Context: an optimization exercise on an open-source flow, tuned for small area and a short achievable clock period. The choices shown serve that exercise and are no tape-out recipe.

==> quartz: inputs <==
// branch_unit_top
module branch_unit_top (
   input  logic                          clk,
   input  logic                          reset_i,
   input  logic                          issue_valid_i,
   input  logic [31:0]                   pc_i,
   input  logic [31:0]                   target_i,
   input  bpu_pkg::target_type_e         target_type_i,
   input  bpu_pkg::cmp_op_e              cmp_type_i,
   input  logic [31:0]                   r0_i,
   input  logic [31:0]                   r1_i,
   output logic                          flush_o,
   output logic [31:0]                   redirect_pc_o,
   output logic                          taken_o,
   output logic                          resolve_valid_o,
   output logic [16-1:0] miss_count_o
);
==> module branch_unit_top, before the edit <==
module branch_unit_top (
   input  logic                          clk,
   input  logic                          reset_i,
   input  logic                          issue_valid_i,
   input  logic [31:0]                   pc_i,
   input  logic [31:0]                   target_i,
   input  bpu_pkg::target_type_e         target_type_i,
   input  bpu_pkg::cmp_op_e              cmp_type_i,
   input  logic [31:0]                   r0_i,
   input  logic [31:0]                   r1_i,
   output logic                          flush_o,
   output logic [31:0]                   redirect_pc_o,
   output logic                          taken_o,
   output logic                          resolve_valid_o,
   output logic [16-1:0] miss_count_o
);
   localparam int PHT_N = 1 << 6;
   localparam int HB    = 6;
   localparam int PB    = 3;
   logic [1:0]    pht_q [PHT_N];
   logic [HB-1:0] ghr_q;
   logic [31:0]   ras_q [8];
   logic [PB-1:0] ptr_q;
   logic [3:0]    cmp;
   logic [1:0]    tt;
   logic          is_call, is_ret, call_v, ret_v;
   logic [HB-1:0] idx0;
   logic [PB-1:0] top0;
   logic [31:0]   ras_top;
   logic          pred_taken, target_ok;
   logic [31:0]   a, b;
   logic          lt, eq, gt, taken0, miss0;
   logic [PB-1:0] rest0;
   logic [31:0]   pc_p4;
   assign cmp     = cmp_type_i;
   assign tt      = target_type_i;
   assign is_call = tt == bpu_pkg::TGT_CALL;
   assign is_ret  = tt == bpu_pkg::TGT_RETURN;
   assign call_v  = issue_valid_i && is_call;
   assign ret_v   = issue_valid_i && is_ret;
   assign idx0       = pc_i[2 +: HB] ^ ghr_q;
   assign pred_taken = is_call || is_ret || cmp == bpu_pkg::CMP_ALWAYS || pht_q[idx0][1];
   assign top0      = ptr_q - 1'b1;
   assign ras_top   = ras_q[top0];
   assign target_ok = !is_ret || ras_top == target_i;
   assign a = {r0_i[31] ^ cmp[0], r0_i[30:0]};
   assign b = {r1_i[31] ^ cmp[0], r1_i[30:0]};
   logic [31:0] l_0, e_0;
   logic [15:0] l_1, e_1;
   logic [7:0]  l_2, e_2;
   logic [3:0]  l_3, e_3;
   logic [1:0]  l_4, e_4;
   assign l_0 = ~b & a;
   assign e_0 = ~(b ^ a);
   always_comb begin
      for (int i = 0; i < 16; i++) begin
         l_1[i] = l_0[2*i+1] | (e_0[2*i+1] & l_0[2*i]);
         e_1[i] = e_0[2*i+1] & e_0[2*i];
      end
      for (int i = 0; i < 8; i++) begin
         l_2[i] = l_1[2*i+1] | (e_1[2*i+1] & l_1[2*i]);
         e_2[i] = e_1[2*i+1] & e_1[2*i];
      end
      for (int i = 0; i < 4; i++) begin
         l_3[i] = l_2[2*i+1] | (e_2[2*i+1] & l_2[2*i]);
         e_3[i] = e_2[2*i+1] & e_2[2*i];
      end
      for (int i = 0; i < 2; i++) begin
         l_4[i] = l_3[2*i+1] | (e_3[2*i+1] & l_3[2*i]);
         e_4[i] = e_3[2*i+1] & e_3[2*i];
      end
   end
   assign lt = l_4[1] | (e_4[1] & l_4[0]);
   assign eq = e_4[1] & e_4[0];
   assign gt = !lt && !eq;
   assign taken0 = eq ? cmp[2] : (lt ? cmp[1] : cmp[3]);
   assign miss0 = taken0 ? !(pred_taken && target_ok) : pred_taken;
   always_comb begin
      case (tt)
         bpu_pkg::TGT_CALL:   rest0 = ptr_q + 1'b1;
         bpu_pkg::TGT_RETURN: rest0 = top0;
         default:             rest0 = ptr_q;
      endcase
   end
   assign pc_p4 = pc_i + 32'd4;
   logic          va_q, miss_a_q, taken_a_q;
   logic [31:0]   tgt_a_q, pcp4_a_q;
   logic [HB-1:0] idx_a_q;
   logic [HB-2:0] hist_a_q;
   logic [PB-1:0] rest_a_q;
   always_ff @(posedge clk) begin
      if (reset_i) va_q <= 1'b0;
      else         va_q <= issue_valid_i;
   end
   always_ff @(posedge clk) begin
      miss_a_q  <= miss0;
      taken_a_q <= taken0;
      tgt_a_q   <= target_i;
      pcp4_a_q  <= pc_p4;
      idx_a_q   <= idx0;
      hist_a_q  <= ghr_q[HB-2:0];
      rest_a_q  <= rest0;
   end
   logic [HB-1:0] idx_b_q;
   logic [HB-2:0] hist_b_q;
   logic [PB-1:0] rest_b_q;
   always_ff @(posedge clk) begin
      if (reset_i) begin
         resolve_valid_o <= 1'b0;
         flush_o         <= 1'b0;
         miss_count_o    <= '0;
      end else begin
         resolve_valid_o <= va_q;
         flush_o         <= va_q && miss_a_q;
         if (va_q && miss_a_q && !(&miss_count_o))
            miss_count_o <= miss_count_o + 1'b1;
      end
   end
   always_ff @(posedge clk) begin
      taken_o       <= taken_a_q;
      redirect_pc_o <= taken_a_q ? tgt_a_q : pcp4_a_q;
      idx_b_q       <= idx_a_q;
      hist_b_q      <= hist_a_q;
      rest_b_q      <= rest_a_q;
   end
   logic [1:0] cnt_b, cnt_nx, cnt_d;
   assign cnt_b = pht_q[idx_b_q];
   always_comb begin
      cnt_nx = cnt_b;
      if (taken_o && cnt_b != 2'b11)
         cnt_nx = cnt_b + 2'd1;
      else if (!taken_o && cnt_b != 2'b00)
         cnt_nx = cnt_b - 2'd1;
   end
   assign cnt_d = reset_i ? 2'b01 : cnt_nx;
   always_ff @(posedge clk) begin
      for (int i = 0; i < PHT_N; i++) begin
         if (reset_i || (resolve_valid_o && idx_b_q == i[HB-1:0]))
            pht_q[i] <= cnt_d;
      end
   end
   always_ff @(posedge clk) begin
      if (reset_i)
         ghr_q <= '0;
      else if (resolve_valid_o)
         ghr_q <= {flush_o ? hist_b_q : ghr_q[HB-2:0], taken_o};
   end
   always_ff @(posedge clk) begin
      if (reset_i)
         ptr_q <= '0;
      else if (resolve_valid_o && flush_o)
         ptr_q <= rest_b_q;
      else if (call_v)
         ptr_q <= ptr_q + 1'b1;
      else if (ret_v)
         ptr_q <= top0;
   end
   always_ff @(posedge clk) begin
      if (call_v)
         ras_q[ptr_q] <= pc_p4;
   end
endmodule
Settings: LEC_CHECK=0, CAP_MARGIN=20, CORE_MARGIN=2, CORE_UTILIZATION=40, SETUP_SLACK_MARGIN=2.3, SLEW_MARGIN=20; clock period 4.5 ns.
run.sh (not shown) runs the stock make flow with config.mk's settings and CLKGATE_MAP_FILE= SYNTH_SCRIPT=/design/flow/synth_recipe.tcl, a recipe that flattens the netlist after the stock synthesis.
==> pepper: changes against quartz <==
==> flow/design.v (replaced) <==
package bpu_pkg;
   typedef enum logic [1:0] {
      TGT_NONE   = 2'd0,
      TGT_CALL   = 2'd1,
      TGT_RETURN = 2'd2,
      TGT_IMM    = 2'd3
   } target_type_e;
   typedef enum logic [3:0] {
      CMP_NEVER  = 4'b0000,
      CMP_LTU    = 4'b0010,
      CMP_LT     = 4'b0011,
      CMP_EQ     = 4'b0100,
      CMP_NE     = 4'b1010,
      CMP_GEU    = 4'b1100,
      CMP_GE     = 4'b1101,
      CMP_ALWAYS = 4'b1110
   } cmp_op_e;
endpackage
module branch_unit_top (
   input  logic                          clk,
   input  logic                          reset_i,
   input  logic                          issue_valid_i,
   input  logic [31:0]                   pc_i,
   input  logic [31:0]                   target_i,
   input  bpu_pkg::target_type_e         target_type_i,
   input  bpu_pkg::cmp_op_e              cmp_type_i,
   input  logic [31:0]                   r0_i,
   input  logic [31:0]                   r1_i,
   output logic                          flush_o,
   output logic [31:0]                   redirect_pc_o,
   output logic                          taken_o,
   output logic                          resolve_valid_o,
   output logic [16-1:0] miss_count_o
);
   localparam int PHT_N = 1 << 6;
   localparam int HB    = 6;
   localparam int PB    = 3;
   logic [1:0]    pht_q [PHT_N];
   logic [HB-1:0] ghr_q;
   logic [31:0]   ras_q [8];
   logic [PB-1:0] top_q;           
   logic [3:0]    cmp;
   logic [1:0]    tt;
   logic          is_call, is_ret, call_v, ret_v;
   logic [HB-1:0] idx0;
   logic [31:0]   ras_top;
   logic [31:0]   a, b;
   logic [3:0]    lt0, eq0, cand0;
   logic [7:0]    tok0;
   logic          force0;
   logic [PB-1:0] rest0;
   logic [31:0]   pc_p4;
   assign cmp     = cmp_type_i;
   assign tt      = target_type_i;
   assign is_call = tt == bpu_pkg::TGT_CALL;
   assign is_ret  = tt == bpu_pkg::TGT_RETURN;
   assign call_v  = issue_valid_i && is_call;
   assign ret_v   = issue_valid_i && is_ret;
   assign force0  = is_call || is_ret || cmp == bpu_pkg::CMP_ALWAYS;
   assign idx0 = pc_i[2 +: HB] ^ ghr_q;
   always_comb begin
      for (int j = 0; j < 4; j++)
         cand0[j] = pht_q[{j[1:0], idx0[3:0]}][1];
   end
   assign ras_top = ras_q[top_q];
   always_comb begin
      for (int k = 0; k < 8; k++)
         tok0[k] = !is_ret || ras_top[4*k +: 4] == target_i[4*k +: 4];
   end
   assign a = {r0_i[31] ^ cmp[0], r0_i[30:0]};
   assign b = {r1_i[31] ^ cmp[0], r1_i[30:0]};
   always_comb begin
      for (int k = 0; k < 4; k++) begin
         lt0[k] = b[8*k +: 8] < a[8*k +: 8];
         eq0[k] = b[8*k +: 8] == a[8*k +: 8];
      end
   end
   always_comb begin
      case (tt)
         bpu_pkg::TGT_CALL:   rest0 = top_q + 1'b1;
         bpu_pkg::TGT_RETURN: rest0 = top_q - 1'b1;
         default:             rest0 = top_q;
      endcase
   end
   assign pc_p4 = pc_i + 32'd4;
   logic          va_q;
   logic [3:0]    lt_a_q, eq_a_q, cand_a_q;
   logic [7:0]    tok_a_q;
   logic          force_a_q;
   logic [3:1]    cmp_a_q;
   logic [31:0]   tgt_a_q, pcp4_a_q;
   logic [HB-1:0] idx_a_q;
   logic [HB-2:0] hist_a_q;
   logic [PB-1:0] rest_a_q;
   always_ff @(posedge clk) begin
      if (reset_i) va_q <= 1'b0;
      else         va_q <= issue_valid_i;
   end
   always_ff @(posedge clk) begin
      lt_a_q    <= lt0;
      eq_a_q    <= eq0;
      tok_a_q   <= tok0;
      cand_a_q  <= cand0;
      force_a_q <= force0;
      cmp_a_q   <= cmp[3:1];
      tgt_a_q   <= target_i;
      pcp4_a_q  <= pc_p4;
      idx_a_q   <= idx0;
      hist_a_q  <= ghr_q[HB-2:0];
      rest_a_q  <= rest0;
   end
   logic lt, eq, taken_a, pred_a, miss_a;
   assign lt = lt_a_q[3] | eq_a_q[3] & (lt_a_q[2] | eq_a_q[2] & (lt_a_q[1] | eq_a_q[1] & lt_a_q[0]));
   assign eq = &eq_a_q;
   assign taken_a = eq ? cmp_a_q[2] : (lt ? cmp_a_q[1] : cmp_a_q[3]);
   assign pred_a  = force_a_q || cand_a_q[idx_a_q[5:4]];
   assign miss_a  = taken_a ? !(pred_a && (&tok_a_q)) : pred_a;
   logic [3:0]    sel0_b_q, sel1_b_q, sel2_b_q;
   logic [HB-2:0] hist_b_q;
   logic [PB-1:0] rest_b_q;
   logic [1:0]    cnt_b_q;
   logic [1:0]    cnt_rd, cnt_nx, cnt_d;
   logic [3:0]    dec0_a, dec1_a, dec2_a;
   logic          same_idx;
   always_ff @(posedge clk) begin
      if (reset_i) begin
         resolve_valid_o <= 1'b0;
         flush_o         <= 1'b0;
         miss_count_o    <= '0;
      end else begin
         resolve_valid_o <= va_q;
         flush_o         <= va_q && miss_a;
         if (va_q && miss_a && !(&miss_count_o))
            miss_count_o <= miss_count_o + 1'b1;
      end
   end
   always_comb begin
      dec0_a = '0;
      dec1_a = '0;
      dec2_a = '0;
      dec0_a[idx_a_q[1:0]] = 1'b1;
      dec1_a[idx_a_q[3:2]] = 1'b1;
      dec2_a[idx_a_q[5:4]] = 1'b1;
   end
   assign same_idx = |(sel0_b_q & dec0_a) && |(sel1_b_q & dec1_a) && |(sel2_b_q & dec2_a);
   assign cnt_rd   = same_idx ? cnt_nx : pht_q[idx_a_q];
   always_ff @(posedge clk) begin
      sel0_b_q <= (va_q && !reset_i) ? dec0_a : 4'b0000;
      sel1_b_q <= dec1_a;
      sel2_b_q <= dec2_a;
   end
   always_ff @(posedge clk) begin
      taken_o       <= taken_a;
      redirect_pc_o <= taken_a ? tgt_a_q : pcp4_a_q;
      hist_b_q      <= hist_a_q;
      rest_b_q      <= rest_a_q;
      cnt_b_q       <= cnt_rd;
   end
   always_comb begin
      cnt_nx = cnt_b_q;
      if (taken_o && cnt_b_q != 2'b11)
         cnt_nx = cnt_b_q + 2'd1;
      else if (!taken_o && cnt_b_q != 2'b00)
         cnt_nx = cnt_b_q - 2'd1;
   end
   assign cnt_d = reset_i ? 2'b01 : cnt_nx;
   always_ff @(posedge clk) begin
      for (int i = 0; i < PHT_N; i++) begin
         if (reset_i || (sel0_b_q[i % 4] && sel1_b_q[(i / 4) % 4] && sel2_b_q[i / 16]))
            pht_q[i] <= cnt_d;
      end
   end
   always_ff @(posedge clk) begin
      if (reset_i)
         ghr_q <= '0;
      else if (resolve_valid_o)
         ghr_q <= {flush_o ? hist_b_q : ghr_q[HB-2:0], taken_o};
   end
   always_ff @(posedge clk) begin
      if (reset_i)
         top_q <= '1;
      else if (resolve_valid_o && flush_o)
         top_q <= rest_b_q;
      else if (call_v)
         top_q <= top_q + 1'b1;
      else if (ret_v)
         top_q <= top_q - 1'b1;
   end
   always_ff @(posedge clk) begin
      if (call_v)
         ras_q[top_q + 1'b1] <= pc_p4;
   end
endmodule
--- a/flow/config.mk
+++ b/flow/config.mk
@@ -8,5 +8,5 @@
 export CAP_MARGIN = 20
 export CORE_MARGIN = 2
 export CORE_UTILIZATION = 40
-export SETUP_SLACK_MARGIN = 2.3
+export SETUP_SLACK_MARGIN = 2.5
 export SLEW_MARGIN = 20
==> garnet: changes against quartz <==
--- a/flow/design.v
+++ b/flow/design.v
@@ -61,38 +61,13 @@
    assign top0      = ptr_q - 1'b1;
    assign ras_top   = ras_q[top0];
    assign target_ok = !is_ret || ras_top == target_i;
-   assign a = {r0_i[31] ^ cmp[0], r0_i[30:0]};
-   assign b = {r1_i[31] ^ cmp[0], r1_i[30:0]};
-   logic [31:0] l_0, e_0;
-   logic [15:0] l_1, e_1;
-   logic [7:0]  l_2, e_2;
-   logic [3:0]  l_3, e_3;
-   logic [1:0]  l_4, e_4;
-   assign l_0 = ~b & a;
-   assign e_0 = ~(b ^ a);
-   always_comb begin
-      for (int i = 0; i < 16; i++) begin
-         l_1[i] = l_0[2*i+1] | (e_0[2*i+1] & l_0[2*i]);
-         e_1[i] = e_0[2*i+1] & e_0[2*i];
-      end
-      for (int i = 0; i < 8; i++) begin
-         l_2[i] = l_1[2*i+1] | (e_1[2*i+1] & l_1[2*i]);
-         e_2[i] = e_1[2*i+1] & e_1[2*i];
-      end
-      for (int i = 0; i < 4; i++) begin
-         l_3[i] = l_2[2*i+1] | (e_2[2*i+1] & l_2[2*i]);
-         e_3[i] = e_2[2*i+1] & e_2[2*i];
-      end
-      for (int i = 0; i < 2; i++) begin
-         l_4[i] = l_3[2*i+1] | (e_3[2*i+1] & l_3[2*i]);
-         e_4[i] = e_3[2*i+1] & e_3[2*i];
-      end
-   end
-   assign lt = l_4[1] | (e_4[1] & l_4[0]);
-   assign eq = e_4[1] & e_4[0];
+   assign a  = {r0_i[31] ^ cmp[0], r0_i[30:0]};
+   assign b  = {r1_i[31] ^ cmp[0], r1_i[30:0]};
+   assign lt = b < a;
+   assign eq = b == a;
    assign gt = !lt && !eq;
-   assign taken0 = eq ? cmp[2] : (lt ? cmp[1] : cmp[3]);
-   assign miss0 = taken0 ? !(pred_taken && target_ok) : pred_taken;
+   assign taken0 = (cmp[3] && gt) || (cmp[2] && eq) || (cmp[1] && lt);
+   assign miss0 = (pred_taken || taken0) && (pred_taken != taken0 || !target_ok);
    always_comb begin
       case (tt)
          bpu_pkg::TGT_CALL:   rest0 = ptr_q + 1'b1;
@@ -141,20 +116,14 @@
       hist_b_q      <= hist_a_q;
       rest_b_q      <= rest_a_q;
    end
-   logic [1:0] cnt_b, cnt_nx, cnt_d;
-   assign cnt_b = pht_q[idx_b_q];
-   always_comb begin
-      cnt_nx = cnt_b;
-      if (taken_o && cnt_b != 2'b11)
-         cnt_nx = cnt_b + 2'd1;
-      else if (!taken_o && cnt_b != 2'b00)
-         cnt_nx = cnt_b - 2'd1;
-   end
-   assign cnt_d = reset_i ? 2'b01 : cnt_nx;
    always_ff @(posedge clk) begin
       for (int i = 0; i < PHT_N; i++) begin
-         if (reset_i || (resolve_valid_o && idx_b_q == i[HB-1:0]))
-            pht_q[i] <= cnt_d;
+         if (reset_i) begin
+            pht_q[i] <= 2'b01;
+         end else if (resolve_valid_o && idx_b_q == i[HB-1:0]) begin
+            pht_q[i][1] <= (pht_q[i][1] & pht_q[i][0]) | (taken_o & (pht_q[i][1] | pht_q[i][0]));
+            pht_q[i][0] <= (pht_q[i][1] & !pht_q[i][0]) | (taken_o & (pht_q[i][1] | !pht_q[i][0]));
+         end
       end
    end
    always_ff @(posedge clk) begin
--- a/flow/config.mk
+++ b/flow/config.mk
@@ -8,5 +8,4 @@
 export CAP_MARGIN = 20
 export CORE_MARGIN = 2
 export CORE_UTILIZATION = 40
-export SETUP_SLACK_MARGIN = 2.3
 export SLEW_MARGIN = 20
==> run notes <==
final net count=approximately 2500; Area Overhead vs Synth=21.85%; outcome=no timing/DRC/antenna violations; RR Endpoint=miss_a_q; met2 wire length=slightly above 30000 um; GR Util met3=~2.8%
The numbers above come from garnet.

==> run notes <==
GR Util met3=4.093%; outcome=no timing/DRC/antenna violations; final net count=roughly 2100; met2 wire length=around 35000 um; RR Endpoint=cnt_b_q[1]
The numbers above come from pepper.

==> run notes <==
post-synthesis xor/xnor area fraction=~4.5%; P_clk=roughly 4.4 mW; final net count=2018; GR Util met3=~4.9%; met2 wire length=roughly 33000 um; outcome=no timing/DRC/antenna violations; Critical Path AT=4140 ps; Area Overhead vs Synth=34.54%
The numbers above come from quartz.

No functional check of the RTL was part of any run of this note.

port drivers added, routing unchanged:
How much do the figures lean on ideal ports? The routed layouts below were timed once more, with nothing changed but the port constraints. Step 1 sets driving cells, clkbuf_16 on the clock port and buf_2 on the other inputs (assumed; they add their load-dependent delay and slew). Step 2 times the ports against the registers' clock, not the clock port: input delays grow and output delays shrink by t, the midpoint of the rising clock arrivals with the driver on. Slacks: ideal ports / drivers / drivers and shift; pairs: ideal ports / drivers.
| run | t (ns) | setup slack, ns | worst hold slack (ns) | worst setup path at the end | latest minus earliest clock arrival (ns) |
|---|---|---|---|---|---|
| quartz | 0.663 | 0.709 / 0.709 / 0.709 | 0.291 / 0.291 / 0.291 | register to register | 0.054 / 0.055 |
| pepper | 0.686 | 2.218 / 2.218 / 1.752 | 0.323 / 0.323 / 0.323 | input to register | 0.020 / 0.020 |
| garnet | 0.679 | 0.360 / 0.398 / -0.281 | 0.326 / 0.326 / 0.326 | input to register | 0.036 / 0.036 |
Met with ideal ports but missed after step 2: setup timing in garnet. The setup slack of garnet, which loses most, moves by +0.038 ns with the drivers and by -0.641 ns with both steps.
